Background: an optimization exercise with open tools, aiming at small area and a short achievable clock period. Do not read the settings as production practice. Function was checked by simulation only, so behaviour that the tests miss may differ from the original. Power figures rest on the tool's default switching activity, not on a simulated workload.

File: flow/run.sh
#!/bin/bash
# synth_recipe.tcl (not shown) runs the flow's synth.tcl, then flattens the netlist and writes it again
# the make line also repeats each setting of config.mk as NAME=value (left out here)
make -C /OpenROAD-flow-scripts/flow DESIGN_CONFIG=/design/flow/config.mk WORK_HOME=/design/flow/orfs CLKGATE_MAP_FILE= SYNTH_SCRIPT=/design/flow/synth_recipe.tcl finish
File: flow/config.mk
export PLATFORM = sky130hd
export DESIGN_NAME = ca_gen_scheduler
export DESIGN_NICKNAME = ca_gen_scheduler
export VERILOG_FILES = /design/flow/design.v
export SDC_FILE = /design/flow/constraint.sdc
export NUM_CORES = 4
export LEC_CHECK = 0
export CAP_MARGIN = 20
export CORE_MARGIN = 2
export CORE_UTILIZATION = 40
export PLACE_DENSITY = 0.6
export SETUP_SLACK_MARGIN = 3
export SLEW_MARGIN = 20
export SYNTH_MEMORY_MAX_BITS = 8192
File: flow/constraint.sdc
create_clock -name core_clock -period 6.0 [get_ports {clk}]
set_input_delay 1.2000 -clock core_clock [delete_from_list [all_inputs] [get_ports {clk}]]
set_output_delay 1.2000 -clock core_clock [all_outputs]
set_load 0.01 [all_outputs]
File: flow/design.v
package ca_pkg;
  localparam int CA_ROWS = 60;
endpackage
module ca_rule_row
#(
  parameter int         WIDTH = 80,
  parameter logic [7:0] RULE  = 8'd30
) (
  input  logic [WIDTH-1:0] row,
  output logic [WIDTH-1:0] next_row
);
  logic [WIDTH+1:0] ext;
  always_comb begin
    ext = {1'b0, row, 1'b0};
    next_row = '0;
    for (int i = 0; i < WIDTH; i++) begin
      next_row[i] = RULE[ext[i +: 3]];
    end
  end
endmodule
module ca_gen_scheduler
#(
  parameter int               WIDTH          = 80,
  parameter int               ROWS           = ca_pkg::CA_ROWS,
  parameter logic [7:0]       RULE           = 8'd30,
  parameter logic [WIDTH-1:0] SEED           = WIDTH'(1) << 40,
  parameter int               FRAMES_PER_GEN = 4
) (
  input  logic                     clk,
  input  logic                     rstn,
  input  logic                     frame_tick,
  input  logic                     run,
  input  logic                     step,
  input  logic [$clog2(ROWS)-1:0]  rd_row,
  output logic [WIDTH-1:0]         rd_data,
  output logic                     busy,
  output logic                     overrun,
  output logic [15:0]              gen_count
);
  localparam int AW = $clog2(ROWS);
  localparam int FW = (FRAMES_PER_GEN > 1) ? $clog2(FRAMES_PER_GEN) : 1;
  localparam int L  = 2;                           
  localparam int K  = 1 << L;
  localparam int HW = AW - L;
  localparam int NH = 1 << HW;
  localparam int NB = (ROWS - 1 + K - 1) / K + 1;  
  localparam int C  = ROWS - 1 + K - 1;
  logic             wr;         
  logic [FW-1:0]    frame_cnt;
  logic [K-1:0]     ph;         
  logic [AW-1:0]    lo;         
  logic [WIDTH-1:0] cur_row;    
  logic [WIDTH-1:0] nxt_row;
  logic [WIDTH-1:0] bas [NB];
  logic             frame_last, start, append;
  assign frame_last = (frame_cnt == FW'(FRAMES_PER_GEN - 1));
  assign start      = step | (run & frame_tick & frame_last);
  assign append     = busy & wr;
  ca_rule_row #(.WIDTH(WIDTH), .RULE(RULE)) u_next (.row(cur_row), .next_row(nxt_row));
  always_ff @(posedge clk or negedge rstn) begin
    if (!rstn) begin
      busy      <= 1'b0;
      wr        <= 1'b0;
      overrun   <= 1'b0;
      gen_count <= '0;
      frame_cnt <= '0;
      ph        <= K'(1);
      lo        <= AW'(ROWS - 1);
      cur_row   <= SEED;
    end else begin
      if (run & frame_tick) begin
        frame_cnt <= frame_last ? '0 : frame_cnt + 1'b1;
      end
      if (start & busy) begin
        overrun <= 1'b1;
      end
      if (!busy) begin
        busy <= start;
      end else if (!wr) begin
        wr <= 1'b1;
      end else begin
        busy      <= 1'b0;
        wr        <= 1'b0;
        cur_row   <= nxt_row;
        gen_count <= gen_count + 16'd1;
        ph        <= {ph[K-2:0], ph[K-1]};
        if (lo != '0) begin
          lo <= lo - 1'b1;
        end
      end
    end
  end
  always_ff @(posedge clk) begin
    if (ph[0]) begin
      bas[0] <= cur_row;
    end
    for (int i = 1; i < NB; i++) begin
      if (append & ph[K-1]) begin
        bas[i] <= bas[i-1];
      end
    end
  end
  logic [HW-1:0]    h;
  logic [L-1:0]     l;
  logic [NH-1:0]    hdec;
  logic [K-1:0]     ldec;
  logic [2:0]       cs;         
  logic [K-1:0]     msel;
  logic [NB:0]      bsel;       
  logic             rd_ok;
  logic [WIDTH-1:0] base;
  logic [WIDTH-1:0] chain [K];
  logic [WIDTH-1:0] rd_next;
  assign h = rd_row[AW-1:L];
  assign l = rd_row[L-1:0];
  always_comb begin
    hdec = '0;
    hdec[h] = 1'b1;
    ldec = '0;
    ldec[l] = 1'b1;
    cs   = '0;
    msel = '0;
    for (int li = 0; li < K; li++) begin
      for (int p = 0; p < K; p++) begin
        if (ldec[li] & ph[p]) begin
          cs[(C - li - p) / K - (C / K - 2)] = 1'b1;
          msel[K - 1 - (C - li - p) % K]     = 1'b1;
        end
      end
    end
    rd_ok = (rd_row <= AW'(ROWS - 1)) && (rd_row >= lo);
    bsel = '0;
    for (int b = 0; b < NB; b++) begin
      for (int ci = 0; ci < 3; ci++) begin
        if (C / K - 2 + ci - b >= 0 && C / K - 2 + ci - b < NH) begin
          bsel[b] = bsel[b] | (cs[ci] & hdec[C / K - 2 + ci - b]);
        end
      end
    end
    bsel[NB] = bsel[0] & ph[0];
    bsel[0]  = bsel[0] & ~ph[0];
    base = '0;
    for (int b = 0; b < NB; b++) begin
      base = base | ({WIDTH{bsel[b]}} & bas[b]);
    end
    base = base | ({WIDTH{bsel[NB]}} & cur_row);
    chain[0] = base;
  end
  for (genvar m = 1; m < K; m++) begin : g_chain
    ca_rule_row #(.WIDTH(WIDTH), .RULE(RULE)) u_r (.row(chain[m-1]), .next_row(chain[m]));
  end
  always_comb begin
    rd_next = '0;
    for (int m = 0; m < K; m++) begin
      rd_next = rd_next | ({WIDTH{msel[m] & rd_ok}} & chain[m]);
    end
  end
  always_ff @(posedge clk or negedge rstn) begin
    if (!rstn) begin
      rd_data <= '0;
    end else begin
      rd_data <= rd_next;
    end
  end
endmodule
==> results.txt, run 1 <==
run status complete, no violations; post-route DRC violation count 0; initial cell density of the core roughly two fifths; share of the synthesized area in the top cell type 60.2%; Crit path max-delay family buffers and inverters; Post-Synthesis Cells around 4700; # clock sinks 1471; Combinational Power Share 5.8%; Die Y-Extent 403 um; Tmin final 4430 ps; Buf/Inv on CP 9; met1 Use GR 37.9%; CP max stage cell xnor2_1; EDFF count, synth 1280; largest family of logic cells by synthesized area simple AND/OR/NAND/NOR gates; Unique masters post-synth 99; CTS H-tree depth 4; Routed Antenna Nets 0; post-synth net total 4748; maximum buffer depth of the clock tree 3; CP Max Fanout 15; nets 5630; initial antenna violation count 6; first-pass GRT wire length 328000 um; YS warnings 9; Cell Area, Synth 0.0638 sq mm; vias in the first global route 46700; Reg power frac 49.9%; top post-synthesis cells by area edfxtp_1 (60%), dfrtp_1 (7.2%), nand3_1 (3.7%); M3 GR Usage 8.49%; Synth Register Bits approximately 1500; Cell Pwr Density 267 mW/mm^2; DP Area 0.0714 sq mm; post-synthesis mux area share about 1.7%; P_sw 0.00553 W; layout cell share with drive strength beyond 1 between 30% and 40%; Slew headroom 25.0%; cts hold-fix bufs 0; grt ovf 0; Seq/Total Area, Yosys 67.8%; WL final 239000 um; critical path required time 6710 ps; Die X 403 um; Synth Flop Type edfxtp_1; leakage 28.7 nW; clock power share 44.3%; Fmax around 0.23 GHz; Post-synth top cells edfxtp_1 (1280), nand3_1 (467), o21ai_0 (263); Post-Synth Adder-Cell Area less than 1%; Avg WL per Cell 30.6 um; most numerous cell in the Yosys netlist edfxtp_1; HPWL after detailed placement about 140000 um; gr busiest metal met2; buffers added on ports 108; max-cap check violation count 0; clock root cell clkbuf_16; CTS tree built; top cell type by total area after synthesis edfxtp_1; I/O Pins 109; CP Capture Type register; die area 0.163 sq mm; total core area between 0.15 and 0.2 sq mm; Clock Skews 42.2 ps; via/cell ratio 6.40; synthesis-to-layout area growth 34.7%; final setup TNS 0 ps; crit path kind input port to register; site row count 146; DRT Pass-1 Iters 7; Async SR Flop Fraction 13.0%; clk slew on worst S/H paths 60 ps; startpoint types input port; sw frac 24.1%; Compound-Gate Fraction of Synth Area 12.4%; Slew @ Worst Pin ~1100 ps; worst hold slack between 300 and 400 ps; Syn Area/Cell about 14 sq um; GRT Util Overall 27.6%; dpl ws -286 ps; final instance area 0.0859 sq mm; Starting DRT DRC Count 7387; met2 Usage GRT between 40% and 50%; Num CTS Buffers 157; Max Slew Vio Count 0; maximum VDD drop ~330 uV; Final setup viols 0; ordered cell list for the critical path buf_8, buf_4, or2_2, buf_4, o21ai_4, buf_4, and2_4, buf_6, buf_12, a22oi_1, o211ai_1, nor4_4, buf_4, buf_4, buf_4, a21oi_1, o21ai_0, xnor2_1, nor2b_1, xnor2_1, a221o_1; Hold Violations, Final 0; CP max stage delay around 380 ps; RSZ-0062 raised after global routing true; Post-Synth XOR/XNOR Area 2.71%; internal power 0.0174 W; simple-gate area share of the yosys netlist 12.5%; Arr. time, crit path ~5100 ps; largest net degree at the start of global routing 179; Hold Crit Class input port to asynchronous set/reset pin; worst skew pair latency 830 ps; period utilisation layout about 74%; most frequent CP cell buf_4; global placement routability congestion 0.922; DR vias between 40000 and 50000; Setup WS post-layout 1570 ps
## through the flow
step           util, %  std cells  total power (W)
3_3_place_gp      45.1       7114           0.0128
3_5_place_dp      45.1       7114           0.0129
4_1_cts           51.8       7645           0.0229
2_1_floorplan        -       4716           0.0123
5_1_grt           54.3       7803           0.0235
6_report          54.3       7806           0.0230
## cell usage in the layout, fill, tap and decap left out, types with 58 or more instances in the layout
master           count
buf_6              128
clkbuf_16          180
clkdlybuf4s50_1     79
a21oi_1            183
a222oi_1            64
o21ai_0            222
nand2_1            171
nand4_1            151
buf_4              640
nand3_1            431
xnor2_1             62
a22oi_1            164
mux2i_1             60
edfxtp_1          1280
buf_12             110
nor2_1              92
dfrtp_1            182
nor4b_1             58
## registers in the layout (all words and copies together) (netlist names)
signal     count
bas         1280
cur_row       80
rd_data       80
gen_count     16
lo             6
ph             4
frame_cnt      2
busy           1
overrun        1
wr             1
## cell families after synthesis
kind of cell | count (synthesis)
adder cells (fa/ha/maj) | 21
AND/OR/NAND/NOR | 1434
multiplexers | 105
flip-flops | 1471
buffers and inverters | 355
AO/OA/AOI/OAI | 1134
XOR/XNOR | 196
## final cells by class
class                   count  area [sq um]
inverters                  24           103
fillers                 12500         72400
clock inverters            77          1020
flip-flops and latches   1471         43200
multi-input cells        2891         23600
diodes                      5          12.5
well taps                2072          2590
clock buffers             213          4320
repair buffers           1053         11000
## per-layer routing
metal	wire, um	vias to the layer above	part of all wire [%]
met2	104000	3532	44
met3	33100	655	14
li1	-	20700	-
met1	89700	25000	38
met4	11600	4	4.8
met5	31	-	0.013
## power groups by stage
stage	sequential [W]	clock [W]	combinational, W
finish	0.0115	0.0102	0.00134
global route	0.0115	0.0106	0.00142
detailed placement	0.0117	0	0.00121
CTS	0.0115	0.0102	0.00125
global placement	0.0117	0	0.00117
floorplan	0.0115	0	0.000775
## what timing repair did
item / in CTS / in global routing
pin swaps: 232 / 300
cloned: 17 / 17
setup buffers: 224 / 139
resized for setup: 647 / 460
setup endpoints to repair: 103 / 81
## worst paths after layout
path	cells past startpoint	to	slack (ps)	start
worst max-delay path	21	rd_data[56]	1570	rd_row[2]
worst min-delay path	1	cur_row[56]	400	rstn
worst max register to register	18	rd_data[73]	1590	ph[1]
worst min register to register	0	bas[1][12]	430	bas[0][12]
max in group asynchronous	2	rd_data[18]	4190	rstn
min in group core_clock	0	bas[1][12]	430	bas[0][12]
==> run 2, diff against run 1 <==
--- a/flow/config.mk
+++ b/flow/config.mk
@@ -6,4 +6,5 @@
 export NUM_CORES = 4
 export LEC_CHECK = 0
+export ABC_AREA = 1
 export CAP_MARGIN = 20
 export CORE_MARGIN = 2
==> run 2 against run 1 <==
  * Still clean on timing, DRC and antenna
  * Hold slack gained 3.9 ps
  * Combinational power is 66% lower
  * Clock-buffer cell count is 8 higher
  * Final cell count grew 17%
  * Sequential power fell by 4%
  * First-iteration DRC count shrank 32%
  * Worst setup slack improved by 910 ps
  * Core utilization shrank 4.0 points
==> results.txt, run 2 <==
via/cell ratio 5.14 (was 6.40); Final Util 50.3% (was 54.3%); run status complete, no violations (unchanged); worst skew pair latency 810 ps (was 830 ps); Slew headroom 39.4% (was 25.0%); # clock sinks 1471 (unchanged); nets 6853 (was 5630); post-route DRC violation count 0 (unchanged); # fillers 14000 (was 12500); Slew @ Worst Pin 907 ps (was 1130 ps); top cell type by total area after synthesis edfxtp_1 (unchanged); CP Capture Type register (unchanged); Fmax 0.284 GHz (was 0.226 GHz); leakage 34.3 nW (was 28.7 nW); maximum buffer depth of the clock tree 3 (unchanged); largest net degree at the start of global routing 129 (was 179); worst r2r src ph[2] (was ph[1]); EDFF count, synth 1280 (unchanged); Total Power 0.0213 W (was 0.0230 W); max FFs per register 1280 (unchanged); I/O Pins 109 (unchanged); total core area 0.161 sq mm (was 0.158 sq mm); Post-Synthesis Cells 6413 (was 4716); Post-synth top cells nand2_1 (2256), edfxtp_1 (1280), nor2_1 (614) (was edfxtp_1 (1280), nand3_1 (467), o21ai_0 (263)); CP Max Fanout 5 (was 15); top post-synthesis cells by area edfxtp_1 (59%), nand2_1 (13%), dfrtp_1 (7.1%) (was edfxtp_1 (60%), dfrtp_1 (7.2%), nand3_1 (3.7%)); Unique masters post-synth 40 (was 99); RSZ-0062 raised after global routing true (unchanged); global placement routability congestion 0.814 (was 0.922); WL final 193000 um (was 239000 um); Die X 407 um (was 403 um); layout cell share with drive strength beyond 1 17.0% (was 32.8%); clk slew on worst S/H paths 60 ps (about the same); R2R setup slack 2550 ps (was 1590 ps); Hold Violations, Final 0 (unchanged); Final setup viols 0 (unchanged); Synth Flop Type edfxtp_1 (unchanged); synthesis-to-layout area growth 24.7% (was 34.7%); Arr. time, crit path 4190 ps (was 5140 ps); Tmin final 3520 ps (was 4430 ps); buffers added on ports 108 (unchanged); Hold Crit Class input port to asynchronous set/reset pin (unchanged); Num CTS Buffers 158 (was 157); initial cell density of the core 40.3% (about the same); crit path kind input port to register (unchanged); grt ovf 0 (unchanged); Routed Antenna Nets 0 (unchanged); Syn Area/Cell 10.1 sq um (was 13.5 sq um); CTS tree built (unchanged); DR vias 46900 (was 50000); final setup TNS 0 ps (unchanged); post-synth net total 6445 (was 4748); site row count 147 (was 146); maximum VDD drop 311 uV (was 334 uV); Avg WL per Cell 21.2 um (was 30.6 um); share of the synthesized area in the top cell type 59.2% (was 60.2%); HPWL after detailed placement 101000 um (was 143000 um); startpoint types input port (unchanged); most numerous cell in the Yosys netlist nand2_1 (was edfxtp_1); Top reg by flops bas (unchanged); max-cap check violation count 0 (unchanged); period utilisation layout 58.6% (was 73.9%); die area 0.165 sq mm (was 0.163 sq mm); Synth Register Bits 1471 (unchanged); commonest non-fill, non-tap cells in the layout nand2_1 (2116), edfxtp_1 (1280), nor2_1 (576), inv_1 (575), nand3_1 (491) (was edfxtp_1 (1280), buf_4 (640), nand3_1 (431), o21ai_0 (222), a21oi_1 (183)); critical path required time 6670 ps (was 6710 ps); Async SR Flop Fraction 13.0% (unchanged); CTS H-tree depth 4 (unchanged); DRT Pass-1 Iters 6 (was 7); Max Slew Vio Count 0 (unchanged); GRT Util Overall 22.2% (was 27.6%); clock root cell clkbuf_16 (unchanged); Clock Skews 27.7 ps (was 42.2 ps); Worst Reg2Reg Path Length in Cells 21 (was 18); reg-to-reg endpoint rd_data[0] (was rd_data[73]); YS warnings 9 (unchanged); vias in the first global route 43700 (was 46700); Cell Area, Synth 0.0649 sq mm (was 0.0638 sq mm); first-pass GRT wire length 275000 um (was 328000 um); Regs by FF count bas x1280, cur_row x80, rd_data x80 (unchanged); initial antenna violation count 5 (was 6); Cell Pwr Density 263 mW/mm^2 (was 267 mW/mm^2); Die Y-Extent 407 um (was 403 um); Starting DRT DRC Count 5052 (was 7387); Seq/Total Area, Yosys 66.6% (was 67.8%); most common cell after layout, fill and taps aside nand2_1 (was edfxtp_1)
## run 2: layout make-up
cell class | instances | area (sq um) | area share (%)
Antenna cell | 1 | 2.50 | 0.00309
Clock buffer | 221 | 4410 | 5.45
Clock inverter | 74 | 708 | 0.875
Inverter | 601 | 2330 | 2.88
Multi-Input combinational cell | 4139 | 20900 | 25.9
Sequential cell | 1471 | 43200 | 53.4
Tap cell | 2160 | 2700 | 3.34
Timing Repair Buffer | 450 | 6590 | 8.14
## run 2: worst max-delay path, cell delays in order
cell     delay, ps
buf_12         120
inv_4           60
ha_4           180
inv_4           60
nand2_8        100
nand2_8         80
nand2_4         90
a21oi_4         50
nand2_4         80
nand2_4         70
a22o_1         240
a21oi_2        150
nand3_1        160
nor4_2         190
buf_4          210
ha_4           150
nand2_4         50
o21ai_4        100
ha_4           240
inv_1          100
ha_1           240
nand2_1         70
o21a_1         120
nand3_1         60
## run 2: cells by family (layout without fill, tap and decap cells)
family / Yosys count / after routing / synth area share [%]
AO/OA/AOI/OAI: 281 / 281 / 2.68
XOR/XNOR: 97 / 97 / 1.31
adder cells (fa/ha/maj): 21 / 21 / 0.405
buffers and inverters: 810 / 1346 / 5.01
flip-flops: 1471 / 1471 / 66.6
multiplexers: 1 / 1 / 0.0173
other: 0 / 1 / 0
AND/OR/NAND/NOR: 3732 / 3739 / 24.0
## run 2: per-stage QoR
stage	cell area (sq um)	hold slack [ps]	worst slack, ps	instances
floorplan	64900	419	-13210	6413
global placement	69100	428	657	8573
detailed placement	69100	432	616	8573
CTS	77800	406	2660	9031
global route	80900	436	2400	9116
finish	80900	399	2480	9117
## run 2: worst max-delay path by stage
| stage | from | end | slack [ps] | cells after the start |
|---|---|---|---|---|
| 2_1_floorplan | busy | ph[0] | -13210 | 5 |
| 3_3_place_gp | rd_row[1] | rd_data[0] | 660 | 24 |
| 3_5_place_dp | rd_row[1] | rd_data[0] | 620 | 24 |
| 4_1_cts | rd_row[0] | rd_data[0] | 2660 | 22 |
| 5_1_grt | rd_row[0] | rd_data[2] | 2400 | 27 |
| 6_report | rd_row[3] | rd_data[0] | 2480 | 24 |
## run 2: per-layer routing
| metal | vias to the layer above | global-route usage [%] | share of wire (%) |
|---|---|---|---|
| li1 | 21900 | - | - |
| met1 | 22800 | 31.7 | 42 |
| met2 | 1878 | 34.9 | 46 |
| met3 | 311 | 3.75 | 9.0 |
| met4 | 2 | 6.36 | 3.2 |
| met5 | - | 0 | 0.0067 |
## run 2: power breakdown
part | total, W | switching [W] | leakage, nW | internal, W
clock network | 0.00978 | 0.00420 | 2.48 | 0.00558
logic | 0.000451 | 0.000340 | 22.0 | 0.000111
registers | 0.0110 | 0.0000347 | 9.83 | 0.0110
## run 2: timing repair
item,CTS,global route
resized for setup,349,440
pin swaps,106,170
endpoints found under the hold margin,0,0
hold buffers,0,0
endpoints found under the setup margin,143,85
setup buffers,129,59
gates cloned,34,26
==> run 3, diff against run 2 <==
--- a/flow/design.v
+++ b/flow/design.v
@@ -40,10 +40,6 @@
   localparam int AW = $clog2(ROWS);
   localparam int FW = (FRAMES_PER_GEN > 1) ? $clog2(FRAMES_PER_GEN) : 1;
-  localparam int L  = 2;                           
-  localparam int K  = 1 << L;
-  localparam int HW = AW - L;
-  localparam int NH = 1 << HW;
-  localparam int NB = (ROWS - 1 + K - 1) / K + 1;  
-  localparam int C  = ROWS - 1 + K - 1;
+  localparam int K  = 4;                           
+  localparam int NB = 16;                          
   logic             wr;         
   logic [FW-1:0]    frame_cnt;
@@ -53,8 +49,9 @@
   logic [WIDTH-1:0] nxt_row;
   logic [WIDTH-1:0] bas [NB];
-  logic             frame_last, start, append;
+  logic             frame_last, start, append, new_base;
   assign frame_last = (frame_cnt == FW'(FRAMES_PER_GEN - 1));
   assign start      = step | (run & frame_tick & frame_last);
   assign append     = busy & wr;
+  assign new_base   = append & ph[K-1];
   ca_rule_row #(.WIDTH(WIDTH), .RULE(RULE)) u_next (.row(cur_row), .next_row(nxt_row));
   always_ff @(posedge clk or negedge rstn) begin
@@ -68,4 +65,5 @@
       lo        <= AW'(ROWS - 1);
       cur_row   <= SEED;
+      bas[0]    <= SEED;
     end else begin
       if (run & frame_tick) begin
@@ -89,60 +87,50 @@
         end
       end
+      if (new_base) begin
+        bas[0] <= nxt_row;
+      end
     end
   end
   always_ff @(posedge clk) begin
-    if (ph[0]) begin
-      bas[0] <= cur_row;
-    end
     for (int i = 1; i < NB; i++) begin
-      if (append & ph[K-1]) begin
+      if (new_base) begin
         bas[i] <= bas[i-1];
       end
     end
   end
-  logic [HW-1:0]    h;
-  logic [L-1:0]     l;
-  logic [NH-1:0]    hdec;
-  logic [K-1:0]     ldec;
-  logic [2:0]       cs;         
+  logic [3:0]       phi, pmid;
+  logic [15:0]      hdec;
+  logic [1:0]       l;
+  logic             s;
   logic [K-1:0]     msel;
-  logic [NB:0]      bsel;       
+  logic [NB-1:0]    bsel;
   logic             rd_ok;
   logic [WIDTH-1:0] base;
   logic [WIDTH-1:0] chain [K];
   logic [WIDTH-1:0] rd_next;
-  assign h = rd_row[AW-1:L];
-  assign l = rd_row[L-1:0];
+  assign l = rd_row[1:0];
   always_comb begin
-    hdec = '0;
-    hdec[h] = 1'b1;
-    ldec = '0;
-    ldec[l] = 1'b1;
-    cs   = '0;
-    msel = '0;
-    for (int li = 0; li < K; li++) begin
+    for (int a = 0; a < 4; a++) begin
+      phi[a]  = (rd_row[5:4] == 2'(a));
+      pmid[a] = (rd_row[3:2] == 2'(a));
+    end
+    for (int h = 0; h < 16; h++) begin
+      hdec[h] = phi[h / 4] & pmid[h % 4];
+    end
+    s = ph[3] | (ph[2] & (l != 2'd0)) | (ph[1] & l[1]) | (ph[0] & (l == 2'd3));
+    for (int b = 0; b < NB; b++) begin
+      bsel[b] = s ? ((b < 15) ? hdec[14 - b] : 1'b0) : hdec[15 - b];
+    end
+    for (int m = 0; m < K; m++) begin
+      msel[m] = 1'b0;
       for (int p = 0; p < K; p++) begin
-        if (ldec[li] & ph[p]) begin
-          cs[(C - li - p) / K - (C / K - 2)] = 1'b1;
-          msel[K - 1 - (C - li - p) % K]     = 1'b1;
-        end
+        msel[m] = msel[m] | (ph[p] & (l == 2'((m + 3 - p) % 4)));
       end
     end
     rd_ok = (rd_row <= AW'(ROWS - 1)) && (rd_row >= lo);
-    bsel = '0;
-    for (int b = 0; b < NB; b++) begin
-      for (int ci = 0; ci < 3; ci++) begin
-        if (C / K - 2 + ci - b >= 0 && C / K - 2 + ci - b < NH) begin
-          bsel[b] = bsel[b] | (cs[ci] & hdec[C / K - 2 + ci - b]);
-        end
-      end
-    end
-    bsel[NB] = bsel[0] & ph[0];
-    bsel[0]  = bsel[0] & ~ph[0];
     base = '0;
     for (int b = 0; b < NB; b++) begin
       base = base | ({WIDTH{bsel[b]}} & bas[b]);
     end
-    base = base | ({WIDTH{bsel[NB]}} & cur_row);
     chain[0] = base;
   end
==> run 3 against run 2 <==
  * Still clean
  * Area after synthesis up 2.2%
  * Power rose by 17%
  * Combinational power grew to 8.4 times the previous value
  * First-iteration DRC count increased by 12%
  * Clock skew grew 1.0 ps
  * Core utilization grew 0.25 points
  * Wire length is 9.1% higher
  * Critical path type unchanged
  * Critical endpoint unchanged
  * Largest power group unchanged
==> results.txt, run 3 <==
total core area 0.165 sq mm (was 0.161 sq mm); initial cell density of the core 40.2% (was 40.3%); DR vias 51100 (was 46900); nets 6972 (was 6853); DP Area 0.0700 sq mm (was 0.0691 sq mm); Starting DRT DRC Count 5681 (was 5052); max-cap check violation count 0 (unchanged); Synth Register Bits 1471 (unchanged); Die X 411 um (was 407 um); layout cell share with drive strength beyond 1 22.6% (was 17.0%); die area 0.169 sq mm (was 0.165 sq mm); Seq/Total Area, Yosys 64.6% (was 66.6%); CTS H-tree depth 4 (unchanged); largest net degree at the start of global routing 181 (was 129); period utilisation layout 57.9% (was 58.6%); initial antenna violation count 6 (was 5); # clock sinks 1471 (unchanged); Cell Area, Synth 0.0663 sq mm (was 0.0649 sq mm); Unique masters post-synth 43 (was 40); Top reg by flops bas (unchanged); final setup TNS 0 ps (unchanged); Post-Synthesis Cells 6605 (was 6413); Cell Pwr Density 298 mW/mm^2 (was 263 mW/mm^2); post-synth net total 6632 (was 6445); Arr. time, crit path 4140 ps (was 4190 ps); GRT Util Overall 23.1% (was 22.2%); Slew @ Worst Pin 1080 ps (was 907 ps); site row count 149 (was 147); Slew headroom 28.0% (was 39.4%); top cell type by total area after synthesis edfxtp_1 (unchanged); most common cell after layout, fill and taps aside nand2_1 (unchanged); grt ovf 0 (unchanged); Final setup viols 0 (unchanged); maximum buffer depth of the clock tree 3 (unchanged); Avg WL per Cell 22.7 um (was 21.2 um); most numerous cell in the Yosys netlist nand2_1 (unchanged); Regs by FF count bas x1280, cur_row x80, rd_data x80 (unchanged); synthesis-to-layout area growth 25.5% (was 24.7%); Async SR Flop Fraction 18.4% (was 13.0%); Post-synth top cells nand2_1 (1866), nand3_1 (1503), edfxtp_1 (1200) (was nand2_1 (2256), edfxtp_1 (1280), nor2_1 (614)); share of the synthesized area in the top cell type 54.3% (was 59.2%); DRT Pass-1 Iters 6 (unchanged); critical path required time 6670 ps (about the same); YS warnings 9 (unchanged); startpoint types input port (unchanged); buffers added on ports 108 (unchanged); vias in the first global route 48300 (was 43700); Fmax 0.288 GHz (was 0.284 GHz); top post-synthesis cells by area edfxtp_1 (54%), nand3_1 (11%), nand2_1 (11%) (was edfxtp_1 (59%), nand2_1 (13%), dfrtp_1 (7.1%)); CTS tree built (unchanged); clk slew on worst S/H paths 70 ps (was 60 ps); leakage 30.0 nW (was 34.3 nW); Synth Flop Type edfxtp_1 (unchanged); Die Y-Extent 411 um (was 407 um); CP Max Fanout 8 (was 5); Syn Area/Cell 10.0 sq um (was 10.1 sq um); max FFs per register 1280 (unchanged); Max Slew Vio Count 0 (unchanged); worst hold slack 355 ps (was 399 ps); maximum VDD drop 292 uV (was 311 uV); I/O Pins 109 (unchanged); Routed Antenna Nets 0 (unchanged); run status complete, no violations (unchanged); commonest non-fill, non-tap cells in the layout nand2_1 (1512), nand3_1 (1297), edfxtp_1 (1200), inv_1 (379), nand2_2 (310) (was nand2_1 (2116), edfxtp_1 (1280), nor2_1 (576), inv_1 (575), nand3_1 (491)); final instance area 0.0833 sq mm (was 0.0809 sq mm); WL final 211000 um (was 193000 um); RSZ-0062 raised after global routing true (unchanged); post-route DRC violation count 0 (unchanged); Hold Violations, Final 0 (unchanged); global placement routability congestion 0.832 (was 0.814); Hold Crit Class input port to asynchronous set/reset pin (unchanged); crit path kind input port to register (unchanged); Num CTS Buffers 160 (was 158); EDFF count, synth 1200 (was 1280); clock root cell clkbuf_16 (unchanged); Tmin final 3470 ps (was 3520 ps); CP Capture Type register (unchanged); first-pass GRT wire length 298000 um (was 275000 um); worst skew pair latency 810 ps (about the same); Clock Skews 28.7 ps (was 27.7 ps); HPWL after detailed placement 109000 um (was 101000 um); via/cell ratio 5.51 (was 5.14)
[run 3: cell types whose count changed in the layout (fill, tap and decap cells not counted), moves of 79 or more]
cell / change
nand3_2: +79
inv_1: -196
nor2_1: -277
nand2_1: -604
nand2_2: +134
nand3_1: +806
edfxtp_1: -80
[run 3: kinds of logic (layout without fill, tap and decap cells)]
logic type	count (synthesis)	after routing	synth area share (%)
adders and majority gates	16	16	0.302
other	0	2	0
DFF	1471	1471	64.6
AOI/OAI and AO/OA	275	275	2.58
xor gates and xnor gates	96	96	1.27
buffers and inverters	750	1222	4.60
and+or+nand+nor	3997	4001	26.7
[run 3: power by group]
group          switching (W)  internal, W  total [W]
registers          0.0000320       0.0109     0.0110
logic                0.00253      0.00129    0.00381
clock network        0.00430      0.00574     0.0100
[run 3: layout make-up]
type	count	area, sq um
Inverter	431	1640
Timing Repair inverter	1	5.00
Tap cell	2189	2740
Fill cell	14400	81500
Sequential cell	1471	42900
Antenna cell	2	5.00
Timing Repair Buffer	492	6560
Clock inverter	77	891
Multi-Input combinational cell	4388	24200
Clock buffer	221	4390
[run 3: per-stage QoR]
stage	utilization [%]	cells	power, W	setup WS (ps)
floorplan	-	6605	0.0131	1840
finish	50.5	9272	0.0248	2530
detailed placement	42.5	8693	0.0138	667
global route	50.5	9270	0.0257	2450
global placement	42.5	8693	0.0138	666
CTS	48.0	9149	0.0242	2760
[run 3: final timing paths]
| path | startpoint | end | slack (ps) | depth (start not counted) |
|---|---|---|---|---|
| min | rstn | bas[0][79] | 360 | 1 |
| min reg2reg | bas[10][76] | bas[11][76] | 430 | 0 |
| max | rd_row[1] | rd_data[0] | 2530 | 23 |
| max in group asynchronous | rstn | rd_data[35] | 4400 | 2 |
| max reg2reg | ph[3] | rd_data[0] | 2540 | 22 |
| min in group core_clock | bas[10][76] | bas[11][76] | 430 | 0 |
[run 3: worst max-delay path, cell delays in order]
cell and delay (ps):
buf_12 130, nand2_4 70, nand2_4 50, nor2_4 170, buf_12 160, buf_4 160
nand3_4 140, buf_12 180, nand3_1 100, nand2_1 80, nor2_1 120, nand2_1 110
nor2_4 270, nand2_2 110, o21ai_4 120, ha_4 170, nand2_2 50, o21ai_2 80
ha_1 260, nand2_1 80, o21ai_2 60, a21oi_1 140, o21ai_1 90
[run 3: what timing repair did]
| action | 4_1_cts | 5_1_grt |
|---|---|---|
| setup endpoints to repair | 258 | 257 |
| gates cloned | 34 | 27 |
| hold buffers | 0 | 0 |
| pin swaps | 135 | 330 |
| gates resized for setup | 541 | 749 |
| buffers inserted | 124 | 94 |
[run 3: layer usage]
metal,share of wire (%),GRT usage (%)
met1,40,31.1
met2,47,37.6
met3,9.4,4.04
met4,3.9,7.95
met5,0.013,0
==> run 4, diff against run 3 <==
--- a/flow/config.mk
+++ b/flow/config.mk
@@ -9,6 +9,9 @@
 export CAP_MARGIN = 20
 export CORE_MARGIN = 2
-export CORE_UTILIZATION = 40
-export PLACE_DENSITY = 0.6
+export CORE_UTILIZATION = 65
+export CTS_BUF_LIST = sky130_fd_sc_hd__clkbuf_16
+export CTS_CLUSTER_DIAMETER = 60
+export CTS_CLUSTER_SIZE = 20
+export PLACE_DENSITY = 0.85
 export SETUP_SLACK_MARGIN = 3
 export SLEW_MARGIN = 20
==> run 4 against run 3 <==
  * Still clean
  * Power decreased by 12%
  * Sequential power about the same
  * Die area decreased by 38%
  * Non-clock buffer count decreased by 156
  * Wire length decreased by 8.8%
  * Synthesized cell count unchanged
  * Fmax decreased by 3.8%
  * Critical endpoint unchanged
  * Largest cell class unchanged
==> results.txt, run 4 <==
largest family of logic cells by synthesized area simple AND/OR/NAND/NOR gates (unchanged); Avg WL per Cell 23.5 um (was 22.7 um); most common cell after layout, fill and taps aside nand2_1 (unchanged); crit path kind input port to register (unchanged); global placement routability congestion 0.899 (was 0.832); Hold Path Depth 0; Max Slew Vio Count 0 (unchanged); final setup TNS 0 ps (unchanged); DR vias 52800 (was 51100); CP Capture Type register (unchanged); GRT Util Overall 32.6% (was 23.1%); Cell Pwr Density 284 mW/mm^2 (was 298 mW/mm^2); Post-Synthesis Cells 6605 (unchanged); Fmax 0.277 GHz (was 0.288 GHz); Starting DRT DRC Count 8489 (was 5681); Layout Cells excl Fill 8184 (was 9272); CTS H-tree depth 3 (was 4); Async SR Flop Fraction 18.4% (unchanged); HP Start bas[5][20]; maximum VDD drop 237 uV (was 292 uV); Hold Violations, Final 0 (unchanged); Synth Register Bits 1471 (unchanged); YS warnings 9 (unchanged); worst r2r src ph[3] (unchanged); via/cell ratio 6.45 (was 5.51); post-synth net total 6632 (unchanged); Post-synth top cells nand2_1 (1866), nand3_1 (1503), edfxtp_1 (1200) (unchanged); Hold Crit Class register to register (was input port to asynchronous set/reset pin); I/O Pins 109 (unchanged); HPWL after detailed placement 100000 um (was 109000 um); post-synthesis mux area share 0% (unchanged); Clock Skews 37.6 ps (was 28.7 ps); commonest non-fill, non-tap cells in the layout nand2_1 (1627), nand3_1 (1376), edfxtp_1 (1200), inv_1 (420), nor2_1 (347) (was nand2_1 (1512), nand3_1 (1297), edfxtp_1 (1200), inv_1 (379), nand2_2 (310)); Final setup viols 0 (unchanged); initial cell density of the core 65.4% (was 40.2%); Num CTS Buffers 102 (was 160); # clock sinks 1471 (unchanged); most numerous cell in the Yosys netlist nand2_1 (unchanged); Unique masters post-synth 43 (unchanged); max-cap check violation count 0 (unchanged); initial antenna violation count 3 (was 6); Synth Flop Type edfxtp_1 (unchanged); synthesis-to-layout area growth 15.9% (was 25.5%); Arr. time, crit path 4190 ps (was 4140 ps); DP Cell Count 7854 (was 8693); CTS tree built (unchanged); CP Max Fanout 8 (unchanged); Tmin final 3610 ps (was 3470 ps); leakage 27.6 nW (was 30.0 nW); Slew @ Worst Pin 961 ps (was 1080 ps); Routed Antenna Nets 0 (unchanged); maximum buffer depth of the clock tree 3 (unchanged); RSZ-0062 raised after global routing true (unchanged); Post-Synth Adder-Cell Area 0.302% (unchanged); Worst Reg2Reg Path Length in Cells 22 (unchanged); clock root cell clkbuf_16 (unchanged); Cell Area, Synth 0.0663 sq mm (unchanged); top post-synthesis cells by area edfxtp_1 (54%), nand3_1 (11%), nand2_1 (11%) (unchanged); buffers added on ports 108 (unchanged); simple-gate area share of the yosys netlist 26.7% (unchanged); first-pass GRT wire length 266000 um (was 298000 um); worst skew pair latency 740 ps (was 810 ps); site row count 117 (was 149); EDFF count, synth 1200 (unchanged); DRT Pass-1 Iters 9 (was 6); Seq/Total Area, Yosys 64.6% (unchanged); Top reg by flops bas (unchanged); total core area 0.101 sq mm (was 0.165 sq mm); grt ovf 0 (unchanged); top cell type by total area after synthesis edfxtp_1 (unchanged); Post-Synth XOR/XNOR Area 1.27% (unchanged); die area 0.105 sq mm (was 0.169 sq mm); period utilisation layout 60.1% (was 57.9%); nets 6753 (was 6972); Syn Area/Cell 10.0 sq um (unchanged); # fillers 5669 (was 14400); Regs by FF count bas x1280, cur_row x80, rd_data x80 (unchanged); WL final 192000 um (was 211000 um); post-route DRC violation count 0 (unchanged); critical path required time 6580 ps (was 6670 ps); layout cell share with drive strength beyond 1 16.2% (was 22.6%); Slew headroom 35.9% (was 28.0%); run status complete, no violations (unchanged); clk slew on worst S/H paths 80 ps (was 70 ps); diode count 0 (was 2); Crit. Startpoint rd_row[1] (unchanged); vias in the first global route 48800 (was 48300); Die X 323 um (was 411 um); largest net degree at the start of global routing 190 (was 181); share of the synthesized area in the top cell type 54.3% (unchanged); max FFs per register 1280 (unchanged); cts hold-fix bufs 0 (unchanged); Compound-Gate Fraction of Synth Area 2.58% (unchanged); Die Y-Extent 323 um (was 411 um); startpoint types input port (unchanged)
-- run 4: cell counts after synthesis --
Identical to the previous run, type by type.
-- run 4: cells by family (layout without fill, tap and decap cells) --
| logic type | count (synthesis) | count (layout) |
|---|---|---|
| AND/OR/NAND/NOR | 3997 | 3997 |
| AO/OA/AOI/OAI | 275 | 275 |
| buffers and inverters | 750 | 961 |
| XOR/XNOR | 96 | 96 |
| flip-flops | 1471 | 1471 |
| adder cells (fa/ha/maj) | 16 | 16 |
-- run 4: report_power, final --
part	switching [W]	internal, W
combinational	0.00241	0.00107
sequential	0.0000357	0.0109
clock	0.00385	0.00354
total	0.00630	0.0155
-- run 4: metal layers --
metal / wire [um] / GRT usage, % / vias up
met5: 27 / 0.0463 / -
met4: 12700 / 14.1 / 4
met3: 26000 / 7.19 / 994
met2: 89700 / 52.9 / 4036
met1: 63900 / 42.7 / 25100
li1: - / - / 22700
-- run 4: critical path: stages --
cell	delay [ps]
buf_12	120
inv_4	60
nand2_4	60
nand2_4	90
buf_6	120
buf_16	140
buf_6	110
nand3_4	210
nand3_1	240
nand2_1	100
nor2_1	150
nand2_1	120
nor2_4	200
ha_4	190
nand2_4	60
o21ai_4	110
ha_4	170
nand2_2	60
o21ai_2	70
ha_1	250
nand2_1	90
o21ai_2	70
a21oi_2	110
o21ai_1	90
-- run 4: layout make-up --
type / count / area, sq um / share of cell area, %
Sequential cell: 1471 / 42800 / 55.7
Clock inverter: 89 / 800 / 1.04
Inverter: 431 / 1650 / 2.15
Multi-Input combinational cell: 4384 / 22900 / 29.8
Timing Repair Buffer: 336 / 4340 / 5.65
Tap cell: 1368 / 1710 / 2.23
Clock buffer: 105 / 2630 / 3.42
-- run 4: what timing repair did --
action | in CTS | in global routing
setup buffers | 41 | 68
endpoints found under the setup margin | 148 | 330
cloned | 6 | 21
gates resized for setup | 329 | 546
pin swaps | 57 | 229
hold endpoints to repair | 0 | 0
-- run 4: final timing paths --
kind	endpoint	slack, ps
max in group asynchronous	rd_data[32]	4120
min in group asynchronous	gen_count[11]	500
hold / removal	bas[6][20]	430
setup / recovery	rd_data[0]	2390
setup reg to reg	rd_data[0]	2470
hold reg to reg	bas[6][20]	430
-- run 4: through the flow --
step	total power (W)	utilization [%]	area (sq um)	hold slack, ps	setup WS (ps)
after floorplan	0.0131	-	66400	419	1840
after global placement	0.0136	67.6	68600	428	672
after detailed placement	0.0137	67.6	68600	432	693
after CTS	0.0210	72.7	73800	431	2660
after global routing	0.0225	75.8	76900	436	2250
final	0.0218	75.8	76900	426	2390
==> run 5, diff against run 4 <==
--- a/flow/design.v
+++ b/flow/design.v
@@ -16,4 +16,7 @@
     for (int i = 0; i < WIDTH; i++) begin
       next_row[i] = RULE[ext[i +: 3]];
+    end
+    if (RULE == 8'd30 && WIDTH > 2) begin
+      next_row[1] = row[1] ? ~row[2] : (row[0] ^ row[2]);
     end
   end
==> run 5 against run 4 <==
  * The flow now stops in global routing (5_1_grt)
  * Area after synthesis decreased by 0.15%
  * Synthesized cell count about the same
==> results.txt, run 5 <==
Synth Flop Type edfxtp_1 (unchanged); most numerous cell in the Yosys netlist nand2_1 (unchanged); YS warnings 9 (unchanged); Seq/Total Area, Yosys 64.7% (was 64.6%); last stage reached global routing (5_1_grt); Cell Area, Synth 0.0662 sq mm (was 0.0663 sq mm); HPWL after detailed placement 105000 um (was 100000 um); # clock sinks 1471 (unchanged); worst setup endpoint GRT rd_data[13]$_DFF_PN0_/D; DP Cell Count 7867 (was 7854); Synth Register Bits 1471 (unchanged); Syn Area/Cell 10.0 sq um (about the same); run status stopped before the end (was complete, no violations); site row count 117 (unchanged); post-synth net total 6631 (was 6632); Compound-Gate Fraction of Synth Area 2.53% (was 2.58%); Die X 323 um (about the same); Num CTS Buffers 104 (was 102); Post-Synth Adder-Cell Area 0.189% (was 0.302%); share of the synthesized area in the top cell type 54.4% (was 54.3%); buffers added on ports 108 (unchanged); Post-Synthesis Cells 6610 (was 6605); post-synthesis mux area share 0% (unchanged); largest family of logic cells by synthesized area simple AND/OR/NAND/NOR gates (unchanged); I/O Pins 109 (unchanged); CTS H-tree depth 3 (unchanged); EDFF count, synth 1200 (unchanged); Post-Synth XOR/XNOR Area 1.30% (was 1.27%); Worst-path end type register input; simple-gate area share of the yosys netlist 26.7% (about the same); first error message [ERROR GRT-0232] Routing congestion too high. Check the congestion heatmap in the GUI.; grt ovf roughly 190; Post-synth top cells nand2_1 (1892), nand3_1 (1519), edfxtp_1 (1200) (was nand2_1 (1866), nand3_1 (1503), edfxtp_1 (1200)); maximum buffer depth of the clock tree 3 (unchanged); initial antenna violation count 65; GRT Util Overall between 80% and 90%; largest net degree at the start of global routing ~220; Die Y-Extent 323 um (about the same); top cell type by total area after synthesis edfxtp_1 (unchanged); cts hold-fix bufs 0 (unchanged); initial cell density of the core 65.3% (was 65.4%); top post-synthesis cells by area edfxtp_1 (54%), nand3_1 (11%), nand2_1 (11%) (unchanged); Async SR Flop Fraction 18.4% (unchanged); clock root cell clkbuf_16 (unchanged); Unique masters post-synth 36 (was 43); global placement routability congestion 0.866 (was 0.899)
run 5: how the worst max path moves through the flow:
stage,slack (ps),from,cells after the start,end
after global placement,570,rd_row[1],19,rd_data[66]
after CTS,2770,rd_row[1],25,rd_data[40]
after detailed placement,450,rd_row[1],19,rd_data[66]
after floorplan,1810,busy,3,bas[10][0]
run 5: repair_timing:
| item | in CTS |
|---|---|
| gates cloned | 81 |
| buffers inserted | 201 |
| hold endpoints to repair | 0 |
| pin swaps | 336 |
| setup endpoints to repair | 81 |
| gates resized for setup | 782 |
run 5: cell families after synthesis:
logic type	after synthesis
fa+ha+maj	10
xor+xnor	98
simple gates	4013
compound gates	270
flops	1471
buf+inv	748
run 5: power groups by stage:
stage / logic [W] / clock network, W / registers [W]
detailed placement: 0.00252 / 0 / 0.0112
global placement: 0.00240 / 0 / 0.0112
CTS: 0.00316 / 0.00737 / 0.0110
floorplan: 0.00189 / 0 / 0.0112
run 5: stage by stage:
step                cell area [sq um]  setup slack (ps)
global placement                68800               574
CTS                             79200              2770
floorplan                       66300              1810
detailed placement              68800               445
run 5: per-layer routing:
layer / GRT overflow / GRT usage (%)
met1: 20 / 80.7
met2: 78 / 92.6
met3: 20 / 79.0
met4: 64 / 81.5
met5: 6 / 70.2
==> run 6, diff against run 5 <==
--- a/flow/config.mk
+++ b/flow/config.mk
@@ -9,9 +9,9 @@
 export CAP_MARGIN = 20
 export CORE_MARGIN = 2
-export CORE_UTILIZATION = 65
+export CORE_UTILIZATION = 55
 export CTS_BUF_LIST = sky130_fd_sc_hd__clkbuf_16
 export CTS_CLUSTER_DIAMETER = 60
 export CTS_CLUSTER_SIZE = 20
-export PLACE_DENSITY = 0.85
+export PLACE_DENSITY = 0.75
 export SETUP_SLACK_MARGIN = 3
 export SLEW_MARGIN = 20
==> run 6 against run 5 <==
  * Now clean on timing, DRC and antenna
  * Area after synthesis did not move
  * Synthesized cell count did not move
==> results.txt, run 6 <==
run status complete, no violations (was stopped before the end); Hold Crit Class register to register; Worst Reg2Reg Path Length in Cells 21; initial cell density of the core 55.4% (was 65.3%); Setup WS post-layout 2440 ps; largest family of logic cells by synthesized area simple AND/OR/NAND/NOR gates (unchanged); clk slew on worst S/H paths 80 ps; total core area 0.120 sq mm; HPWL after detailed placement 106000 um (was 105000 um); vias in the first global route slightly below 50000; clock power share 36.7%; DR vias 52400; site row count 127 (was 117); clock root cell clkbuf_16 (unchanged); sw frac 28.4%; Synth Flop Type edfxtp_1 (unchanged); synthesis-to-layout area growth 19.4%; CP Max Fanout 7; Fmax 0.281 GHz; die area 0.123 sq mm; most numerous cell in the Yosys netlist nand2_1 (unchanged); CP Capture Type register; YS warnings 9 (unchanged); maximum VDD drop 292 uV; Unique masters post-synth 36 (unchanged); DRT Pass-1 Iters 6; Combinational Power Share between 10% and 20%; initial antenna violation count 3; Cell Pwr Density about 290 mW/mm^2; post-synth net total 6631 (unchanged); Post-synth top cells nand2_1 (1892), nand3_1 (1519), edfxtp_1 (1200) (unchanged); # fillers 8359; # clock sinks 1471 (unchanged); top post-synthesis cells by area edfxtp_1 (54%), nand3_1 (11%), nand2_1 (11%) (unchanged); Post-Synthesis Cells 6610 (unchanged); cts hold-fix bufs 0 (unchanged); R2R setup slack roughly 2400 ps; Die Y-Extent 351 um (was 323 um); Hold Path Depth 0; Post-Synth Adder-Cell Area 0.189% (unchanged); Reg power frac 48.4%; Clock Skews approximately 70 ps; Worst Hold Endpoint bas[9][79]; GRT Util Overall 31.0%; commonest non-fill, non-tap cells in the layout nand2_1 (1658), nand3_1 (1440), edfxtp_1 (1200), inv_1 (430), nor2_1 (317); critical path required time around 6700 ps; reg-to-reg endpoint rd_data[15]; Top reg by flops bas; Total Power 0.0227 W; HP Start bas[8][79]; nets 6897; Final Util 66.1%; crit path kind register to register; CTS tree built; Final setup viols 0; Synth Register Bits 1471 (unchanged); maximum buffer depth of the clock tree 3 (unchanged); Hold Violations, Final 0; worst hold slack 402 ps; Num CTS Buffers 114 (was 104); Starting DRT DRC Count 7970; startpoint types register; global placement routability congestion 0.898 (was 0.866); Routed Antenna Nets 0; Seq/Total Area, Yosys 64.7% (unchanged); Post-Synth XOR/XNOR Area 1.30% (unchanged); Cell Area, Synth 0.0662 sq mm (unchanged); Regs by FF count bas x1280, cur_row x80, rd_data x80; via/cell ratio around 6.1; Slew headroom 25.1%; buffers added on ports 108 (unchanged); final setup TNS 0 ps; grt ovf 0; Async SR Flop Fraction 18.4% (unchanged); WL final a little over 200000 um; post-route DRC violation count 0; Die X 351 um (was 323 um); CTS H-tree depth 3 (unchanged); simple-gate area share of the yosys netlist 26.7% (unchanged); EDFF count, synth 1200 (unchanged); internal power 0.0162 W; leakage 28.7 nW; Avg WL per Cell 23.5 um; dpl ws 440 ps (was 445 ps); post-synthesis mux area share 0% (unchanged); worst r2r src ph[0]; top cell type by total area after synthesis edfxtp_1 (unchanged); I/O Pins 109 (unchanged); Arr. time, crit path 4210 ps; max FFs per register 1280; Max Slew Vio Count 0; share of the synthesized area in the top cell type 54.4% (unchanged); most common cell after layout, fill and taps aside nand2_1; layout cell share with drive strength beyond 1 17.1%; worst skew pair latency 760 ps; first-pass GRT wire length 292000 um; Slew @ Worst Pin 1120 ps; max-cap check violation count 0; RSZ-0062 raised after global routing true; Syn Area/Cell 10.0 sq um (unchanged); P_sw about 0.0064 W; period utilisation layout 59.3%; Tmin final 3560 ps; Compound-Gate Fraction of Synth Area 2.53% (unchanged); largest net degree at the start of global routing 176
==> run 6: cell counts after synthesis <==
No cell type changed its count.
==> run 6: cell type report <==
class / count / area [sq um] / share of cell area [%]
Antenna cell: 1 / 2.50 / 0.00316
Clock buffer: 117 / 2930 / 3.70
Clock inverter: 100 / 1140 / 1.44
Inverter: 430 / 1620 / 2.05
Multi-Input combinational cell: 4394 / 22800 / 28.8
Sequential cell: 1471 / 42800 / 54.2
Tap cell: 1612 / 2020 / 2.55
Timing Repair Buffer: 465 / 5780 / 7.31
==> run 6: power groups by stage <==
| stage | combinational (W) | clock, W | sequential [W] |
|---|---|---|---|
| after global routing | 0.00370 | 0.00870 | 0.0110 |
| after floorplan | 0.00189 | 0 | 0.0112 |
| after global placement | 0.00249 | 0 | 0.0112 |
| final | 0.00338 | 0.00832 | 0.0110 |
| after CTS | 0.00302 | 0.00832 | 0.0110 |
| after detailed placement | 0.00258 | 0 | 0.0112 |
==> run 6: how the worst max path moves through the flow <==
stage	startpoint	endpoint	slack, ps	cells after the start
3_3_place_gp	rd_row[1]	rd_data[68]	500	20
2_1_floorplan	busy	bas[10][0]	1810	3
3_5_place_dp	rd_row[1]	rd_data[67]	440	19
4_1_cts	rd_row[1]	rd_data[15]	2770	25
6_report	ph[0]	rd_data[15]	2440	21
5_1_grt	rd_row[1]	rd_data[15]	2460	24
==> run 6: worst max-delay path, stage by stage (launching register included) <==
cell	delay [ps]
dfstp_2	570
nand3_1	200
nand3_4	220
buf_12	200
buf_12	130
nand2_8	110
buf_12	190
nand3_1	80
nand2_1	70
nor2_1	140
nand2_1	120
nor2_4	260
buf_6	180
nand2_1	70
nand2_2	100
nand2_4	80
nand3_2	110
nand2_4	90
buf_12	140
o21bai_1	180
inv_1	80
nand2_1	100
==> run 6: what timing repair did <==
action                                 in CTS  in global routing
cloned                                     20                 16
resized for setup                         565                290
pin swaps                                 174                153
setup buffers                             155                 44
endpoints found under the hold margin       0                  0
setup endpoints to repair                  86                 81
==> run 6: logic make-up after synthesis <==
group                      Yosys count
buffers and inverters              748
adders and majority gates           10
and+or+nand+nor                   4013
AOI/OAI and AO/OA                  270
xor gates and xnor gates            98
DFF                               1471
==> run 6: layer usage <==
layer | routed length [um] | GRT usage, %
met1 | 72500 | 40.9
met2 | 91000 | 48.3
met3 | 26900 | 8.01
met4 | 11300 | 14.5
met5 | 11 | 0
==> run 6: stage by stage <==
step           std cells  instance area, sq um
3_3_place_gp        8136                 69200
4_1_cts             8528                 77200
2_1_floorplan       6610                 66300
5_1_grt             8589                 79100
3_5_place_dp        8136                 69200
6_report            8590                 79100
==> run 7, diff against run 6 <==
--- a/flow/config.mk
+++ b/flow/config.mk
@@ -9,9 +9,9 @@
 export CAP_MARGIN = 20
 export CORE_MARGIN = 2
-export CORE_UTILIZATION = 55
+export CORE_UTILIZATION = 45
 export CTS_BUF_LIST = sky130_fd_sc_hd__clkbuf_16
 export CTS_CLUSTER_DIAMETER = 60
 export CTS_CLUSTER_SIZE = 20
-export PLACE_DENSITY = 0.75
+export PLACE_DENSITY = 0.65
 export SETUP_SLACK_MARGIN = 3
 export SLEW_MARGIN = 20
==> run 7 against run 6 <==
  * Sequential power barely moved
  * Critical path depth increased by 4
  * Power grew 1.4%
  * Clock skew shrank 25 ps
  * Clock power down 3.1%
  * Die area increased by 22%
  * Core utilization is 8.4 points lower
  * Sequential share of layout area decreased by 3.3 points
==> results.txt, run 7 <==
Max Slew Vio Count 0 (unchanged); final setup TNS 0 ps (unchanged); Tmin final 3560 ps (about the same); Slew headroom 28.7% (was 25.1%); Fmax 0.281 GHz (about the same); largest net degree at the start of global routing 172 (was 176); most common cell after layout, fill and taps aside nand2_1 (unchanged); CP max stage cell buf_4 (was dfstp_2); layout cell share with drive strength beyond 1 25.1% (was 17.1%); worst skew pair latency 780 ps (was 760 ps); top cell type by total area after synthesis edfxtp_1 (unchanged); Compound-Gate Fraction of Synth Area 2.53% (unchanged); Seq/Total Area, Yosys 64.7% (unchanged); most numerous cell in the Yosys netlist nand2_1 (unchanged); initial antenna violation count 6 (was 3); CTS tree built (unchanged); Post-Synth XOR/XNOR Area 1.30% (unchanged); I/O Pins 109 (unchanged); run status complete, no violations (unchanged); total core area 0.146 sq mm (was 0.120 sq mm); Post-synth top cells nand2_1 (1892), nand3_1 (1519), edfxtp_1 (1200) (unchanged); die area 0.150 sq mm (was 0.123 sq mm); Syn Area/Cell 10.0 sq um (unchanged); initial cell density of the core 45.4% (was 55.4%); maximum VDD drop 271 uV (was 292 uV); Hold Crit Class input port to asynchronous set/reset pin (was register to register); Die X 388 um (was 351 um); Layout Cells excl Fill 9038 (was 8590); DR vias 52400 (about the same); post-synth net total 6631 (unchanged); Synth Register Bits 1471 (unchanged); Final Util 57.7% (was 66.1%); cts hold-fix bufs 0 (unchanged); share of the synthesized area in the top cell type 54.4% (unchanged); maximum buffer depth of the clock tree 3 (unchanged); dpl ws 268 ps (was 440 ps); via/cell ratio 5.80 (was 6.10); Post-Synthesis Cells 6610 (unchanged); # fillers 11600 (was 8359); YS warnings 9 (unchanged); period utilisation layout 59.4% (was 59.3%); Cell Area, Synth 0.0662 sq mm (unchanged); Avg WL per Cell 23.8 um (was 23.5 um); multi-input logic area 0.0253 sq mm (was 0.0228 sq mm); DP Cell Count 8426 (was 8136); site row count 140 (was 127); leakage 30.3 nW (was 28.7 nW); Top reg by flops bas (unchanged); Async SR Flop Fraction 18.4% (unchanged); WL final 215000 um (was 202000 um); Hold Violations, Final 0 (unchanged); startpoint types input port (was register); simple-gate area share of the yosys netlist 26.7% (unchanged); Final setup viols 0 (unchanged); crit path kind input port to register (was register to register); max-cap check violation count 0 (unchanged); critical path required time 6620 ps (was 6660 ps); HPWL after detailed placement 105000 um (was 106000 um); Num CTS Buffers 113 (was 114); vias in the first global route 49000 (was 49700); EDFF count, synth 1200 (unchanged); post-synthesis mux area share 0% (unchanged); buffers added on ports 108 (unchanged); CP max stage delay 220 ps (was 570 ps); register area 0.0428 sq mm (about the same); # clock sinks 1471 (unchanged); CTS H-tree depth 3 (unchanged); Arr. time, crit path 4180 ps (was 4210 ps); Starting DRT DRC Count 6668 (was 7970); CP Capture Type register (unchanged); clock root cell clkbuf_16 (unchanged); global placement routability congestion 0.822 (was 0.898); most frequent CP cell nand2_4; commonest non-fill, non-tap cells in the layout nand2_1 (1434), nand3_1 (1275), edfxtp_1 (1200), inv_1 (390), nand2_2 (340) (was nand2_1 (1658), nand3_1 (1440), edfxtp_1 (1200), inv_1 (430), nor2_1 (317)); nets 7040 (was 6897); grt ovf 0 (unchanged); Cell Pwr Density 273 mW/mm^2 (was 286 mW/mm^2); max FFs per register 1280 (unchanged); clk slew on worst S/H paths 80 ps (about the same); RSZ-0062 raised after global routing true (unchanged); Setup WS post-layout 2440 ps (about the same); synthesis-to-layout area growth 27.1% (was 19.4%); Synth Flop Type edfxtp_1 (unchanged); DRT Pass-1 Iters 7 (was 6); Clock Skews 44.8 ps (was 69.9 ps); largest family of logic cells by synthesized area simple AND/OR/NAND/NOR gates (unchanged); Die Y-Extent 388 um (was 351 um); top post-synthesis cells by area edfxtp_1 (54%), nand3_1 (11%), nand2_1 (11%) (unchanged); first-pass GRT wire length 310000 um (was 292000 um); Post-Synth Adder-Cell Area 0.189% (unchanged); Regs by FF count bas x1280, cur_row x80, rd_data x80 (unchanged); post-route DRC violation count 0 (unchanged); Routed Antenna Nets 0 (unchanged); CP Max Fanout 10 (was 7); GRT Util Overall 27.0% (was 31.0%); Unique masters post-synth 36 (unchanged); Slew @ Worst Pin 1070 ps (was 1120 ps)
-- run 7: cell types whose count changed in the layout (fill, tap and decap cells not counted), moves of 13 or more --
cell	delta
nand3_2	+150
buf_4	+22
nor2_1	-29
nand2_4	+95
nor2_4	+16
nand2_1	-224
buf_16	+30
nand3_4	+27
inv_2	+43
nand3_1	-165
nand2_2	+130
nor2_2	+13
inv_1	-40
buf_12	+58
-- run 7: layout make-up --
type                    instances  share of cell area (%)
clock buffers                 117                    3.48
multi-input cells            4419                    30.1
clock inverters                98                    1.14
diodes                          2                 0.00595
flip-flops and latches       1471                    50.9
well taps                    1917                    2.85
repair buffers                584                    9.56
inverters                     430                    1.95
-- run 7: timing repair --
item | 4_1_cts | 5_1_grt
pin swaps | 321 | 310
setup endpoints to repair | 408 | 266
cloned | 74 | 10
gates resized for setup | 984 | 563
setup buffers | 247 | 64
-- run 7: path summary, 6_finish.rpt --
kind | startpoint | slack (ps) | endpoint | depth (start not counted)
worst max register to register | ph[0] | 2490 | rd_data[12] | 24
worst max-delay path | rd_row[1] | 2440 | rd_data[12] | 25
worst min register to register | bas[11][8] | 430 | bas[12][8] | 0
max in group asynchronous | rstn | 4450 | ph[3] | 2
worst min-delay path | rstn | 360 | bas[0][35] | 1
min in group core_clock | bas[11][8] | 430 | bas[12][8] | 0
-- run 7: power by group --
group / internal [W] / switching [W]
clock: 0.00394 / 0.00412
combinational: 0.00134 / 0.00262
sequential: 0.0109 / 0.0000289
-- run 7: stage by stage --
| step | power [W] | area [sq um] | hold WS, ps |
|---|---|---|---|
| 3_5_place_dp | 0.0137 | 69500 | 432 |
| 2_1_floorplan | 0.0131 | 66300 | 425 |
| 3_3_place_gp | 0.0137 | 69500 | 428 |
| 5_1_grt | 0.0237 | 84100 | 356 |
| 4_1_cts | 0.0223 | 81300 | 327 |
| 6_report | 0.0230 | 84200 | 356 |
-- run 7: cells by family after synthesis --
| family | after synthesis |
|---|---|
| AO/OA/AOI/OAI | 270 |
| XOR/XNOR | 98 |
| adder cells (fa/ha/maj) | 10 |
| buffers and inverters | 748 |
| flip-flops | 1471 |
| AND/OR/NAND/NOR | 4013 |
-- run 7: critical path: cells and delay by family --
| kind | cells | cell delay [ps] |
|---|---|---|
| simple gates | 18 | 1930 |
| buf+inv | 7 | 1030 |
-- run 7: metal layers --
layer | GRT usage [%] | up-vias | wire length (um)
li1 | - | 23400 | -
met1 | 35.2 | 25500 | 79900
met2 | 43.9 | 2822 | 99900
met3 | 4.92 | 713 | 22600
met4 | 12.3 | 2 | 12700
met5 | 0 | - | 12
==> run 8, diff against run 7 <==
--- a/flow/config.mk
+++ b/flow/config.mk
@@ -9,9 +9,9 @@
 export CAP_MARGIN = 20
 export CORE_MARGIN = 2
-export CORE_UTILIZATION = 45
+export CORE_UTILIZATION = 65
 export CTS_BUF_LIST = sky130_fd_sc_hd__clkbuf_16
 export CTS_CLUSTER_DIAMETER = 60
-export CTS_CLUSTER_SIZE = 20
-export PLACE_DENSITY = 0.65
+export CTS_CLUSTER_SIZE = 25
+export PLACE_DENSITY = 0.8
 export SETUP_SLACK_MARGIN = 3
 export SLEW_MARGIN = 20
==> run 8 against run 7 <==
  * The flow now stops in global routing (5_1_grt)
  * Synthesized cell count did not move
  * Area after synthesis did not move
==> results.txt, run 8 <==
Post-synth top cells nand2_1 (1892), nand3_1 (1519), edfxtp_1 (1200) (unchanged); I/O Pins 109 (unchanged); Die Y-Extent 323 um (was 388 um); Synth Flop Type edfxtp_1 (unchanged); Cell Area, Synth 0.0662 sq mm (unchanged); maximum buffer depth of the clock tree 3 (unchanged); initial antenna violation count 60; Syn Area/Cell 10.0 sq um (unchanged); top cell type by total area after synthesis edfxtp_1 (unchanged); DP Cell Count 7876 (was 8426); Post-Synthesis Cells 6610 (unchanged); CTS H-tree depth 3 (unchanged); cts hold-fix bufs 0 (unchanged); buffers added on ports 108 (unchanged); HPWL after detailed placement 104000 um (was 105000 um); post-synth net total 6631 (unchanged); top post-synthesis cells by area edfxtp_1 (54%), nand3_1 (11%), nand2_1 (11%) (unchanged); # clock sinks 1471 (unchanged); Die X 323 um (was 388 um); initial cell density of the core 65.3% (was 45.4%); clock root cell clkbuf_16 (unchanged); grt ovf between 100 and 150; Async SR Flop Fraction 18.4% (unchanged); EDFF count, synth 1200 (unchanged); most numerous cell in the Yosys netlist nand2_1 (unchanged); GRT Util Overall 73.2%; global placement routability congestion 0.871 (was 0.822); Num CTS Buffers 114 (was 113); share of the synthesized area in the top cell type 54.4% (unchanged); first error message [ERROR GRT-0232] Routing congestion too high. Check the congestion heatmap in the GUI.; run status stopped before the end (was complete, no violations); Worst-path end type register input; Unique masters post-synth 36 (unchanged); worst setup endpoint GRT rd_data[13]$_DFF_PN0_/D; site row count 117 (was 140); last stage reached global routing (5_1_grt); Synth Register Bits 1471 (unchanged); largest net degree at the start of global routing 189; Seq/Total Area, Yosys 64.7% (unchanged); YS warnings 9 (unchanged)
==> run 8: cell counts after synthesis <==
Identical to the previous run, type by type.
==> run 8: cell families after synthesis <==
kind of cell	Yosys count	synth area share, %
and+or+nand+nor	4013	26.7
xor gates and xnor gates	98	1.30
buffers and inverters	748	4.64
AOI/OAI and AO/OA	270	2.53
DFF	1471	64.7
adders and majority gates	10	0.189
==> run 8: routing by layer <==
layer | global-route usage, % | GRT overflow
met1 | 71.2 | 3
met2 | 87.3 | 48
met3 | 62.8 | 10
met4 | 70.5 | 53
met5 | 45.7 | 1
==> run 8: repair_timing <==
| action | CTS |
|---|---|
| cloned | 78 |
| setup endpoints to repair | 80 |
| pin swaps | 316 |
| setup buffers | 225 |
| gates resized for setup | 883 |
==> run 8: power by group through the flow <==
stage	clock network, W	registers (W)	logic (W)
2_1_floorplan	0	0.0112	0.00189
3_5_place_dp	0	0.0112	0.00253
4_1_cts	0.00862	0.0110	0.00327
3_3_place_gp	0	0.0112	0.00242
==> run 8: metrics by stage <==
| stage | instance area, sq um | hold WS (ps) | setup slack [ps] |
|---|---|---|---|
| 2_1_floorplan | 66300 | 425 | 1810 |
| 3_3_place_gp | 69000 | 428 | 661 |
| 3_5_place_dp | 69000 | 432 | 518 |
| 4_1_cts | 80800 | 346 | 2780 |
==> run 8: worst min path at each step <==
stage / start / to / depth (start not counted)
2_1_floorplan: bas[0][77] / bas[1][77] / 0
3_3_place_gp: bas[1][3] / bas[2][3] / 0
3_5_place_dp: bas[8][8] / bas[9][8] / 0
4_1_cts: rstn / cur_row[75] / 1

-- port drivers added, routing unchanged --
Ports are ideal in the flow. The routed layouts listed here were re-timed in OpenROAD.
Step 1: set_driving_cell puts a clkbuf_16 on clk and a buf_2 on each other input, an assumption about the parent block.
Step 2 times the ports against the registers' clock, not the clock port: input delays grow and output delays shrink by t, the midpoint of the rising clock arrivals with the driver on.
a / b / c = ideal / step 1 / step 2; a / b = the first two.
| run | shift t [ns] | setup slack, ns | worst setup path at the end | latest minus earliest clock arrival (ns) | slew at the worst register clock pin (ns) |
|---|---|---|---|---|---|
| run 1 | 0.901 | 1.569 / 1.591 / 0.716 | input to register | 0.045 / 0.044 | 0.07 / 0.07 |
| run 2 | 0.865 | 2.482 / 2.433 / 1.568 | input to register | 0.032 / 0.032 | 0.07 / 0.07 |
| run 3 | 0.879 | 2.527 / 2.527 / 1.648 | input to register | 0.031 / 0.031 | 0.07 / 0.07 |
| run 4 | 0.784 | 2.392 / 2.413 / 1.628 | input to register | 0.050 / 0.049 | 0.09 / 0.09 |
| run 6 | 0.801 | 2.445 / 2.264 / 1.463 | input to register | 0.075 / 0.074 | 0.10 / 0.10 |
| run 7 | 0.829 | 2.436 / 2.463 / 1.634 | input to register | 0.052 / 0.052 | 0.09 / 0.09 |
After both steps setup and hold are still met in every run listed. For run 6, which loses most, drivers alone change the setup slack by -0.181 ns; drivers and shift together by -0.982 ns.
